Context: an optimization exercise on an open-source flow, tuned for small area, a short achievable clock period and few clock cycles per item. The choices shown serve that exercise and are no tape-out recipe. In this exercise RTL edits were held to simulation tests only and were not proved equivalent to the original. Power is estimated from default activity; no workload was simulated.

**flow/config.mk**
```make
export PLATFORM = sky130hd
export DESIGN_NAME = hqc_encrypt
export DESIGN_NICKNAME = hqc_encrypt
export VERILOG_FILES = /design/flow/design.v
export SDC_FILE = /design/flow/constraint.sdc
export NUM_CORES = 4
export LEC_CHECK = 0
export CAP_MARGIN = 20
export CORE_MARGIN = 2
export CORE_UTILIZATION = 40
export SLEW_MARGIN = 20
```
**flow/constraint.sdc**
```tcl
create_clock -name core_clock -period 7.0 [get_ports {clk}]
set_input_delay 1.4000 -clock core_clock [delete_from_list [all_inputs] [get_ports {clk}]]
set_output_delay 1.4000 -clock core_clock [all_outputs]
set_load 0.01 [all_outputs]
```
**flow/design.v**
```verilog
`default_nettype none
package hqc_pkg;
    localparam int N = 97;
    localparam int WEIGHT = 6;
    localparam int LOC_W = 7;
    localparam int IDX_W = 3;
    localparam int MSG_W = 8;
    localparam int REP = 12;
    localparam int WORD_W = 32;
    localparam int POLY_WORDS = 4;
    typedef logic [N-1:0] poly_t;
    typedef logic [LOC_W-1:0] loc_t;
    localparam logic [5:0] ADDR_CTRL = 6'd0;
    localparam logic [5:0] ADDR_H = 6'd1;
    localparam logic [5:0] ADDR_S = 6'd5;
    localparam logic [5:0] ADDR_R1 = 6'd9;
    localparam logic [5:0] ADDR_R2 = 6'd15;
    localparam logic [5:0] ADDR_E = 6'd21;
    localparam logic [5:0] ADDR_MSG = 6'd27;
    localparam logic [5:0] ADDR_U = 6'd28;
    localparam logic [5:0] ADDR_V = 6'd32;
    typedef enum logic {
        JOB_U,
        JOB_V
    } job_t;
    typedef enum logic [1:0] {
        SEQ_IDLE,
        SEQ_ISSUE_U,
        SEQ_ISSUE_V,
        SEQ_WAIT
    } seq_state_t;
endpackage
`default_nettype wire
`timescale 1ns/1ps
`default_nettype none
module encrypt_regs (
    input  wire logic                      clk,
    input  wire logic                      rst,
    input  wire logic                      wb_cyc,
    input  wire logic                      wb_stb,
    input  wire logic                      wb_we,
    input  wire logic [5:0]                wb_adr,
    input  wire logic [31:0]               wb_dat_i,
    output logic [31:0]                    wb_dat_o,
    output logic                           wb_ack,
    output logic                           job_valid,
    input  wire logic                      job_ready,
    output hqc_pkg::job_t                  job_tag,
    output hqc_pkg::poly_t                 job_dense,
    input  wire logic [hqc_pkg::IDX_W-1:0] mult_idx,
    output hqc_pkg::loc_t                  mult_loc,
    input  wire logic [hqc_pkg::IDX_W-1:0] add_idx,
    input  wire logic                      add_sel_e,
    output hqc_pkg::loc_t                  add_loc,
    output logic [hqc_pkg::MSG_W-1:0]      msg,
    input  wire logic                      res_valid,
    input  wire hqc_pkg::job_t             res_tag,
    input  wire hqc_pkg::poly_t            res
);
    localparam int PAD_W = hqc_pkg::POLY_WORDS * hqc_pkg::WORD_W;
    hqc_pkg::poly_t h_reg;
    hqc_pkg::poly_t s_reg;
    hqc_pkg::poly_t u_reg;
    hqc_pkg::poly_t v_reg;
    hqc_pkg::loc_t r1_loc [hqc_pkg::WEIGHT];
    hqc_pkg::loc_t r2_loc [hqc_pkg::WEIGHT];
    hqc_pkg::loc_t e_loc [hqc_pkg::WEIGHT];
    logic [hqc_pkg::MSG_W-1:0] msg_reg;
    hqc_pkg::seq_state_t state;
    logic busy;
    logic done;
    logic access;
    logic wr;
    logic op_wr;
    logic start_req;
    logic [31:0] rd_data;
    logic [5:0] off_h;
    logic [5:0] off_s;
    logic [5:0] off_r1;
    logic [5:0] off_r2;
    logic [5:0] off_e;
    logic [5:0] off_u;
    logic [5:0] off_v;
    logic in_h;
    logic in_s;
    logic in_r1;
    logic in_r2;
    logic in_e;
    logic in_u;
    logic in_v;
    logic [PAD_W-1:0] h_pad;
    logic [PAD_W-1:0] s_pad;
    logic [PAD_W-1:0] u_pad;
    logic [PAD_W-1:0] v_pad;
    logic [PAD_W-1:0] h_new;
    logic [PAD_W-1:0] s_new;
    assign h_pad = PAD_W'(h_reg);
    assign s_pad = PAD_W'(s_reg);
    assign u_pad = PAD_W'(u_reg);
    assign v_pad = PAD_W'(v_reg);
    always_comb begin
        h_new = h_pad;
        h_new[off_h[1:0]*hqc_pkg::WORD_W +: hqc_pkg::WORD_W] = wb_dat_i;
        s_new = s_pad;
        s_new[off_s[1:0]*hqc_pkg::WORD_W +: hqc_pkg::WORD_W] = wb_dat_i;
    end
    assign access = wb_cyc && wb_stb && !wb_ack;
    assign wr = access && wb_we;
    assign op_wr = wr && !busy;
    assign start_req = op_wr && (wb_adr == hqc_pkg::ADDR_CTRL) && wb_dat_i[0];
    assign off_h = wb_adr - hqc_pkg::ADDR_H;
    assign off_s = wb_adr - hqc_pkg::ADDR_S;
    assign off_r1 = wb_adr - hqc_pkg::ADDR_R1;
    assign off_r2 = wb_adr - hqc_pkg::ADDR_R2;
    assign off_e = wb_adr - hqc_pkg::ADDR_E;
    assign off_u = wb_adr - hqc_pkg::ADDR_U;
    assign off_v = wb_adr - hqc_pkg::ADDR_V;
    assign in_h = (wb_adr >= hqc_pkg::ADDR_H) && (wb_adr < hqc_pkg::ADDR_S);
    assign in_s = (wb_adr >= hqc_pkg::ADDR_S) && (wb_adr < hqc_pkg::ADDR_R1);
    assign in_r1 = (wb_adr >= hqc_pkg::ADDR_R1) && (wb_adr < hqc_pkg::ADDR_R2);
    assign in_r2 = (wb_adr >= hqc_pkg::ADDR_R2) && (wb_adr < hqc_pkg::ADDR_E);
    assign in_e = (wb_adr >= hqc_pkg::ADDR_E) && (wb_adr < hqc_pkg::ADDR_MSG);
    assign in_u = (wb_adr >= hqc_pkg::ADDR_U) && (wb_adr < hqc_pkg::ADDR_V);
    assign in_v = (wb_adr >= hqc_pkg::ADDR_V) && (wb_adr < hqc_pkg::ADDR_V + 6'(hqc_pkg::POLY_WORDS));
    always_comb begin
        rd_data = '0;
        if (wb_adr == hqc_pkg::ADDR_CTRL) rd_data = {30'b0, done, busy};
        else if (in_h) rd_data = h_pad[off_h[1:0]*hqc_pkg::WORD_W +: hqc_pkg::WORD_W];
        else if (in_s) rd_data = s_pad[off_s[1:0]*hqc_pkg::WORD_W +: hqc_pkg::WORD_W];
        else if (in_r1) rd_data = 32'(r1_loc[off_r1[hqc_pkg::IDX_W-1:0]]);
        else if (in_r2) rd_data = 32'(r2_loc[off_r2[hqc_pkg::IDX_W-1:0]]);
        else if (in_e) rd_data = 32'(e_loc[off_e[hqc_pkg::IDX_W-1:0]]);
        else if (wb_adr == hqc_pkg::ADDR_MSG) rd_data = 32'(msg_reg);
        else if (in_u) rd_data = u_pad[off_u[1:0]*hqc_pkg::WORD_W +: hqc_pkg::WORD_W];
        else if (in_v) rd_data = v_pad[off_v[1:0]*hqc_pkg::WORD_W +: hqc_pkg::WORD_W];
    end
    always_ff @(posedge clk) begin
        if (rst) wb_ack <= 1'b0;
        else wb_ack <= access;
    end
    always_ff @(posedge clk) begin
        if (access) wb_dat_o <= rd_data;
    end
    always_ff @(posedge clk) begin
        if (rst) begin
            h_reg <= '0;
            s_reg <= '0;
            msg_reg <= '0;
            for (int i = 0; i < hqc_pkg::WEIGHT; i++) begin
                r1_loc[i] <= '0;
                r2_loc[i] <= '0;
                e_loc[i] <= '0;
            end
        end else if (op_wr) begin
            if (in_h) h_reg <= h_new[hqc_pkg::N-1:0];
            if (in_s) s_reg <= s_new[hqc_pkg::N-1:0];
            if (in_r1) r1_loc[off_r1[hqc_pkg::IDX_W-1:0]] <= wb_dat_i[hqc_pkg::LOC_W-1:0];
            if (in_r2) r2_loc[off_r2[hqc_pkg::IDX_W-1:0]] <= wb_dat_i[hqc_pkg::LOC_W-1:0];
            if (in_e) e_loc[off_e[hqc_pkg::IDX_W-1:0]] <= wb_dat_i[hqc_pkg::LOC_W-1:0];
            if (wb_adr == hqc_pkg::ADDR_MSG) msg_reg <= wb_dat_i[hqc_pkg::MSG_W-1:0];
        end
    end
    always_ff @(posedge clk) begin
        if (rst) begin
            u_reg <= '0;
            v_reg <= '0;
        end else if (res_valid) begin
            if (res_tag == hqc_pkg::JOB_U) u_reg <= res;
            else v_reg <= res;
        end
    end
    always_ff @(posedge clk) begin
        if (rst) begin
            state <= hqc_pkg::SEQ_IDLE;
            done <= 1'b0;
        end else begin
            case (state)
                hqc_pkg::SEQ_IDLE: begin
                    if (start_req) begin
                        state <= hqc_pkg::SEQ_ISSUE_U;
                        done <= 1'b0;
                    end
                end
                hqc_pkg::SEQ_ISSUE_U: if (job_ready) state <= hqc_pkg::SEQ_ISSUE_V;
                hqc_pkg::SEQ_ISSUE_V: if (job_ready) state <= hqc_pkg::SEQ_WAIT;
                hqc_pkg::SEQ_WAIT: begin
                    if (res_valid && res_tag == hqc_pkg::JOB_V) begin
                        state <= hqc_pkg::SEQ_IDLE;
                        done <= 1'b1;
                    end
                end
                default: state <= hqc_pkg::SEQ_IDLE;
            endcase
        end
    end
    assign busy = (state != hqc_pkg::SEQ_IDLE);
    assign job_valid = (state == hqc_pkg::SEQ_ISSUE_U) || (state == hqc_pkg::SEQ_ISSUE_V);
    assign job_tag = (state == hqc_pkg::SEQ_ISSUE_V) ? hqc_pkg::JOB_V : hqc_pkg::JOB_U;
    assign job_dense = (state == hqc_pkg::SEQ_ISSUE_V) ? s_reg : h_reg;
    assign mult_loc = r2_loc[mult_idx];
    assign add_loc = add_sel_e ? e_loc[add_idx] : r1_loc[add_idx];
    assign msg = msg_reg;
endmodule
`default_nettype wire
`timescale 1ns/1ps
`default_nettype none
module sparse_mult (
    input  wire logic                      clk,
    input  wire logic                      rst,
    input  wire logic                      job_valid,
    output logic                           job_ready,
    input  wire hqc_pkg::job_t             job_tag,
    input  wire hqc_pkg::poly_t            job_dense,
    output logic [hqc_pkg::IDX_W-1:0]      mult_idx,
    input  wire hqc_pkg::loc_t             mult_loc,
    output logic                           prod_valid,
    input  wire logic                      prod_ready,
    output hqc_pkg::job_t                  prod_tag,
    output hqc_pkg::poly_t                 prod
);
    hqc_pkg::poly_t dense;
    hqc_pkg::poly_t acc;
    hqc_pkg::poly_t rot;
    hqc_pkg::job_t tag;
    logic busy;
    logic [hqc_pkg::IDX_W-1:0] cnt;
    assign rot = (dense << mult_loc) | (dense >> (hqc_pkg::N - int'(mult_loc)));
    assign job_ready = !busy && (!prod_valid || prod_ready);
    always_ff @(posedge clk) begin
        if (rst) begin
            busy <= 1'b0;
            prod_valid <= 1'b0;
            cnt <= '0;
        end else begin
            if (prod_valid && prod_ready) prod_valid <= 1'b0;
            if (job_valid && job_ready) begin
                busy <= 1'b1;
                cnt <= '0;
            end else if (busy) begin
                if (cnt == hqc_pkg::IDX_W'(hqc_pkg::WEIGHT)) begin
                    busy <= 1'b0;
                    prod_valid <= 1'b1;
                end else begin
                    cnt <= cnt + 1'b1;
                end
            end
        end
    end
    always_ff @(posedge clk) begin
        if (job_valid && job_ready) begin
            dense <= job_dense;
            tag <= job_tag;
            acc <= '0;
        end else if (busy && cnt != hqc_pkg::IDX_W'(hqc_pkg::WEIGHT)) begin
            acc <= acc ^ rot;
        end
    end
    assign mult_idx = cnt;
    assign prod = acc;
    assign prod_tag = tag;
endmodule
`default_nettype wire
`timescale 1ns/1ps
`default_nettype none
module sparse_add (
    input  wire logic                      clk,
    input  wire logic                      rst,
    input  wire logic                      prod_valid,
    output logic                           prod_ready,
    input  wire hqc_pkg::job_t             prod_tag,
    input  wire hqc_pkg::poly_t            prod,
    output logic [hqc_pkg::IDX_W-1:0]      add_idx,
    output logic                           add_sel_e,
    input  wire hqc_pkg::loc_t             add_loc,
    output logic                           sum_valid,
    output hqc_pkg::job_t                  sum_tag,
    output hqc_pkg::poly_t                 sum
);
    hqc_pkg::poly_t acc;
    hqc_pkg::job_t tag;
    logic busy;
    logic [hqc_pkg::IDX_W-1:0] cnt;
    assign prod_ready = !busy;
    always_ff @(posedge clk) begin
        if (rst) begin
            busy <= 1'b0;
            sum_valid <= 1'b0;
            cnt <= '0;
        end else begin
            sum_valid <= 1'b0;
            if (prod_valid && prod_ready) begin
                busy <= 1'b1;
                cnt <= '0;
            end else if (busy) begin
                cnt <= cnt + 1'b1;
                if (cnt == hqc_pkg::IDX_W'(hqc_pkg::WEIGHT - 1)) begin
                    busy <= 1'b0;
                    sum_valid <= 1'b1;
                end
            end
        end
    end
    always_ff @(posedge clk) begin
        if (prod_valid && prod_ready) begin
            acc <= prod;
            tag <= prod_tag;
        end else if (busy) begin
            acc <= acc ^ (hqc_pkg::poly_t'(1) << add_loc);
        end
    end
    assign add_sel_e = (tag == hqc_pkg::JOB_V);
    assign add_idx = cnt;
    assign sum = acc;
    assign sum_tag = tag;
endmodule
`default_nettype wire
`timescale 1ns/1ps
`default_nettype none
module codeword_add (
    input  wire logic                      clk,
    input  wire logic                      rst,
    input  wire logic [hqc_pkg::MSG_W-1:0] msg,
    input  wire logic                      sum_valid,
    input  wire hqc_pkg::job_t             sum_tag,
    input  wire hqc_pkg::poly_t            sum,
    output logic                           res_valid,
    output hqc_pkg::job_t                  res_tag,
    output hqc_pkg::poly_t                 res
);
    hqc_pkg::poly_t codeword;
    always_comb begin
        codeword = '0;
        for (int i = 0; i < hqc_pkg::MSG_W * hqc_pkg::REP; i++) begin
            codeword[i] = msg[i / hqc_pkg::REP];
        end
    end
    always_ff @(posedge clk) begin
        if (rst) res_valid <= 1'b0;
        else res_valid <= sum_valid;
    end
    always_ff @(posedge clk) begin
        if (sum_valid) begin
            res_tag <= sum_tag;
            res <= (sum_tag == hqc_pkg::JOB_V) ? (sum ^ codeword) : sum;
        end
    end
endmodule
`default_nettype wire
`timescale 1ns/1ps
`default_nettype none
module hqc_encrypt (
    input  wire logic        clk,
    input  wire logic        rst,
    input  wire logic        wb_cyc,
    input  wire logic        wb_stb,
    input  wire logic        wb_we,
    input  wire logic [5:0]  wb_adr,
    input  wire logic [31:0] wb_dat_i,
    output logic [31:0]      wb_dat_o,
    output logic             wb_ack
);
    logic job_valid;
    logic job_ready;
    hqc_pkg::job_t job_tag;
    hqc_pkg::poly_t job_dense;
    logic [hqc_pkg::IDX_W-1:0] mult_idx;
    hqc_pkg::loc_t mult_loc;
    logic prod_valid;
    logic prod_ready;
    hqc_pkg::job_t prod_tag;
    hqc_pkg::poly_t prod;
    logic [hqc_pkg::IDX_W-1:0] add_idx;
    logic add_sel_e;
    hqc_pkg::loc_t add_loc;
    logic sum_valid;
    hqc_pkg::job_t sum_tag;
    hqc_pkg::poly_t sum;
    logic [hqc_pkg::MSG_W-1:0] msg;
    logic res_valid;
    hqc_pkg::job_t res_tag;
    hqc_pkg::poly_t res;
    encrypt_regs regs (
        .clk(clk), .rst(rst),
        .wb_cyc(wb_cyc), .wb_stb(wb_stb), .wb_we(wb_we), .wb_adr(wb_adr),
        .wb_dat_i(wb_dat_i), .wb_dat_o(wb_dat_o), .wb_ack(wb_ack),
        .job_valid(job_valid), .job_ready(job_ready), .job_tag(job_tag),
        .job_dense(job_dense), .mult_idx(mult_idx), .mult_loc(mult_loc),
        .add_idx(add_idx), .add_sel_e(add_sel_e), .add_loc(add_loc),
        .msg(msg), .res_valid(res_valid), .res_tag(res_tag), .res(res)
    );
    sparse_mult mult (
        .clk(clk), .rst(rst),
        .job_valid(job_valid), .job_ready(job_ready), .job_tag(job_tag),
        .job_dense(job_dense), .mult_idx(mult_idx), .mult_loc(mult_loc),
        .prod_valid(prod_valid), .prod_ready(prod_ready), .prod_tag(prod_tag),
        .prod(prod)
    );
    sparse_add add (
        .clk(clk), .rst(rst),
        .prod_valid(prod_valid), .prod_ready(prod_ready), .prod_tag(prod_tag),
        .prod(prod), .add_idx(add_idx), .add_sel_e(add_sel_e), .add_loc(add_loc),
        .sum_valid(sum_valid), .sum_tag(sum_tag), .sum(sum)
    );
    codeword_add cw_add (
        .clk(clk), .rst(rst), .msg(msg),
        .sum_valid(sum_valid), .sum_tag(sum_tag), .sum(sum),
        .res_valid(res_valid), .res_tag(res_tag), .res(res)
    );
endmodule
`default_nettype wire
```
**flow/run.sh**
```bash
#!/bin/bash
# synth_recipe.tcl (not shown) runs the flow's synth.tcl, then flattens the netlist and writes it again
# the make line also repeats each setting of config.mk as NAME=value (left out here)
make -C /OpenROAD-flow-scripts/flow DESIGN_CONFIG=/design/flow/config.mk WORK_HOME=/design/flow/orfs CLKGATE_MAP_FILE= SYNTH_SCRIPT=/design/flow/synth_recipe.tcl finish
```
==> run notes <==
-- where the power goes --
group / switching [uW] / internal (uW) / leakage, uW / total, uW
combinational: 6670 / 2790 / 0.0113 / 9460
sequential: 480 / 6560 / 0.00892 / 7040
clock: 2630 / 3580 / 0.00188 / 6200
total: 9780 / 12900 / 0.0221 / 22700
-- critical path, stage by stage (launching register included) --
cell,delay (ps)
sky130_fd_sc_hd__dfxtp_1,310
sky130_fd_sc_hd__buf_4,280
sky130_fd_sc_hd__mux4_2,600
sky130_fd_sc_hd__mux2_8,540
sky130_fd_sc_hd__buf_4,420
sky130_fd_sc_hd__mux2i_2,750
sky130_fd_sc_hd__mux2i_1,260
sky130_fd_sc_hd__a21oi_2,580
sky130_fd_sc_hd__a21oi_1,470
sky130_fd_sc_hd__a21o_1,290
sky130_fd_sc_hd__a22oi_1,490
sky130_fd_sc_hd__a21oi_1,210
sky130_fd_sc_hd__mux2i_1,160
-- synth_stat cells (132+ instances only) --
master	count
sky130_fd_sc_hd__nand2_1	876
sky130_fd_sc_hd__nor2_1	537
sky130_fd_sc_hd__dfxtp_1	514
sky130_fd_sc_hd__edfxtp_1	494
sky130_fd_sc_hd__a21oi_1	384
sky130_fd_sc_hd__mux2i_1	378
sky130_fd_sc_hd__a22oi_1	343
sky130_fd_sc_hd__clkbuf_1	343
sky130_fd_sc_hd__o21ai_0	200
sky130_fd_sc_hd__mux2_2	195
sky130_fd_sc_hd__mux4_2	184
sky130_fd_sc_hd__xnor2_1	153
sky130_fd_sc_hd__o22ai_1	132
-- per-layer routing --
metal,wire (um),part of all wire [%]
met1,109000,40
met4,16600,6.0
met5,158,0.057
met3,39100,14
met2,111000,40
-- logic make-up after synthesis --
group | Yosys count | synth area share [%]
xor+xnor | 248 | 3.80
compound gates | 1477 | 17.1
flops | 1008 | 43.8
buf+inv | 517 | 3.80
fa+ha+maj | 15 | 0.327
simple gates | 1786 | 13.0
mux | 776 | 18.2
-- worst paths after layout --
kind         depth (start not counted)      from      endpoint
max                                 12      flop  mult.acc[77]
min                                  0  mult.tag       add.tag
max reg2reg                         12      flop  mult.acc[77]
min reg2reg                          0  mult.tag       add.tag
-- layout make-up --
type / count / area, um2
diodes: 7 / 17.5
repair buffers: 300 / 2510
inverters: 40 / 160
multi-input cells: 4302 / 30400
well taps: 1890 / 2360
flip-flops and latches: 1008 / 25100
clock inverters: 67 / 862
fillers: 13500 / 77500
clock buffers: 141 / 2960
-- through the flow --
stage	instance area [um2]	utilization [%]	hold WS [ps]	std cells	total power [uW]
after global placement	60500	42.6	404	7539	16000
after detailed placement	60600	42.7	406	7540	15900
after CTS	64400	45.4	417	7748	22000
after global routing	64400	45.4	435	7749	23000
after floorplan	57300	-	400	5827	11900
final	64400	45.4	416	7755	22700
==> run notes <==
Critical path
Data on the critical path is required at its endpoint by 7670 ps. The category of the critical setup timing path is flop to flop. Across all register-to-register paths, the minimum setup slack is 1370 ps. The maximum fanout encountered on the critical timing path is 74. The element type at the critical path start is a flop.

The worst setup path is captured at a flop. The data arrival time of the worst path is 6300 ps.

STA
Setup repair after global routing left no endpoint under its margin. The count of pins over their slew limit was 0. On the final layout, the worst clock skew is 89.5 ps. Dividing the final minimum period by the clock period gives 80.5%. The worst-case setup margin in the final layout is 1370 ps.

The transition time of the tightest slew-check pin is 1240 ps. The headroom to the max-slew limit is 15.3%. The time the final worst path needs with I/O delays and setup is 5630 ps.

Static timing analysis puts the maximum clock frequency at 0.177 GHz. The total count of hold-check failures in the final report came to 0. Setup violations remaining at the end of the flow were counted as 0. Summed over all failing endpoints, the final setup total negative slack is 0 ps.

Routing
For this block, the initial DRC count from the detailed router was 9028. The final routed DRC violation total is 0. Dividing the detail-routed via count by the number of cells gives 6.64. In this run the remaining antenna-violating nets after routing total 0. After detailed routing, the total wire length is 276000 um.

The first TritonRoute pass finished after 9 iterations. The average detailed-routed wire length per instance is 35.6 um. For this block, the via count after detailed routing is 51.5k.

Die
The floorplan die width is 383 um. The number of top-level design ports is 76. The area of the placeable core is 142000 um2. The number of rows in the core area is 138. The die boundary height is 383 um. The initial standard-cell utilization of the core is 40.4%. The overall die area is 146000 um2.

GRT
For met2 alone, demand over resource in global routing was 50.6%. The wire length of the first global-routing pass is 383000 um. For this run, global-route usage on met1 was measured as 49.9%. In this run the most used layer during global routing was met2. Entering global routing, the biggest net connects 195 pins.

The number of antenna violations at the first check in global routing was 26. Global routing finished with a remaining overflow of 0. The via count of the first global-routing pass came to 47.6k. The met3 track demand over resource in global routing is 14.4%.

The total routing resource utilization after global routing is 36.7%.

Power
The maximum resistive drop on vdd is 0.242 mV. The power density over cell area is 352 nW/um2. The leakage power figure is 0.0221 uW.

Synth
The top-area cell type share of the netlist area is 25.9%. The number of warning messages in the yosys log is 4. The distinct cell type count after synthesis is 95. Summed over all instances, the cell type with the most area after synthesis is sky130_fd_sc_hd__edfxtp_1.

The post-synthesis area per instance is 9.84 um2. The sequential cell area fraction in the yosys report is 43.8%. Among all flip-flop cells after synthesis, the most frequent one is sky130_fd_sc_hd__dfxtp_1. The synthesized netlist occupies a cell area of 57300 um2. Synthesis inferred 1008 register bits. When the netlist entered floorplanning its net count stood at 5885. Counting flops with an async set or reset pin after synthesis yields a share of 0%. The count of mapped cells out of synthesis is 5827. The number of flops mapped to enable cells by yosys is 494.

By area the synthesized netlist is led by sky130_fd_sc_hd__edfxtp_1 (26%), sky130_fd_sc_hd__dfxtp_1 (18%), sky130_fd_sc_hd__mux4_2 (7.2%).

Placed design
The total half-perimeter wirelength after legalization and detailed placement is 202000 um. The count of buffers added on input and output ports is 75. At the end of routability-driven placement, the weighted congestion stood at 1.15. The worst setup slack before clock tree synthesis is 1110 ps.

Run
The max-capacitance violation count is 0.

Layout
After the last flow step, the layout net total stands at 5819. Leaving out fill and tap cells, the most frequent cell in the layout is sky130_fd_sc_hd__nand2_1. Relative to the synthesized area, the layout overhead comes to 12.4%. In the layout the commonest cells are sky130_fd_sc_hd__nand2_1 (870), sky130_fd_sc_hd__nor2_1 (518), sky130_fd_sc_hd__dfxtp_1 (512). In the final layout, the share of cells above drive strength 1 is 15.5%.

Hold path
In this run the worst hold path is classified as flop to flop.

Clocking
After clock tree synthesis, the clock-pin slew on the worst setup and hold paths is 60 ps. The clock root buffer is sky130_fd_sc_hd__clkbuf_16. The deepest clock path buffer count is 3. The number of sinks handled by clock tree synthesis is 1008. The clock tree synthesis step divided the H-tree into 3 levels. In this run, post-CTS hold repair placed 0 buffers.

The number of buffers inserted by post-CTS setup repair is 0. For the worst-skew pair, the clock arrives at the later sink with an insertion delay of 790 ps. Gates resized during post-CTS repair numbered 0. TritonCTS built the clock tree.

The number of clock buffers added by TritonCTS is 109.

Status
The run finished with no timing, DRC or antenna violations.
Testbench counts, summed over its fixed seeds: cycles 8,256, jobs 96.

re-timing with driven ports:
The results above use ideal ports. As a check the final layout listed here was re-extracted and re-timed, cells and wires unchanged. Step 1 (the two cells are an assumption about what drives the block):
set clk [get_ports {clk}]
set_driving_cell -lib_cell sky130_fd_sc_hd__clkbuf_16 $clk
set_driving_cell -lib_cell sky130_fd_sc_hd__buf_2 [delete_from_list [all_inputs] $clk]
Step 2, shift: input delay + t, output delay - t, t = (earliest + latest rising clock arrival at the registers) / 2. This alone moves slack from input paths to output paths. a / b / c = ideal ports / drivers / drivers and shift; a / b = the first two.
t (ns): 0.819
slack for setup (ns): 1.366 / 1.366 / 0.932
worst register clock-pin slew, ns: 0.07 / 0.07
worst data-port slew with drivers (ns): 0.11
After both steps setup and hold are still met in this run. For this run, drivers alone change the setup slack by 0.000 ns; drivers and shift together by -0.434 ns.
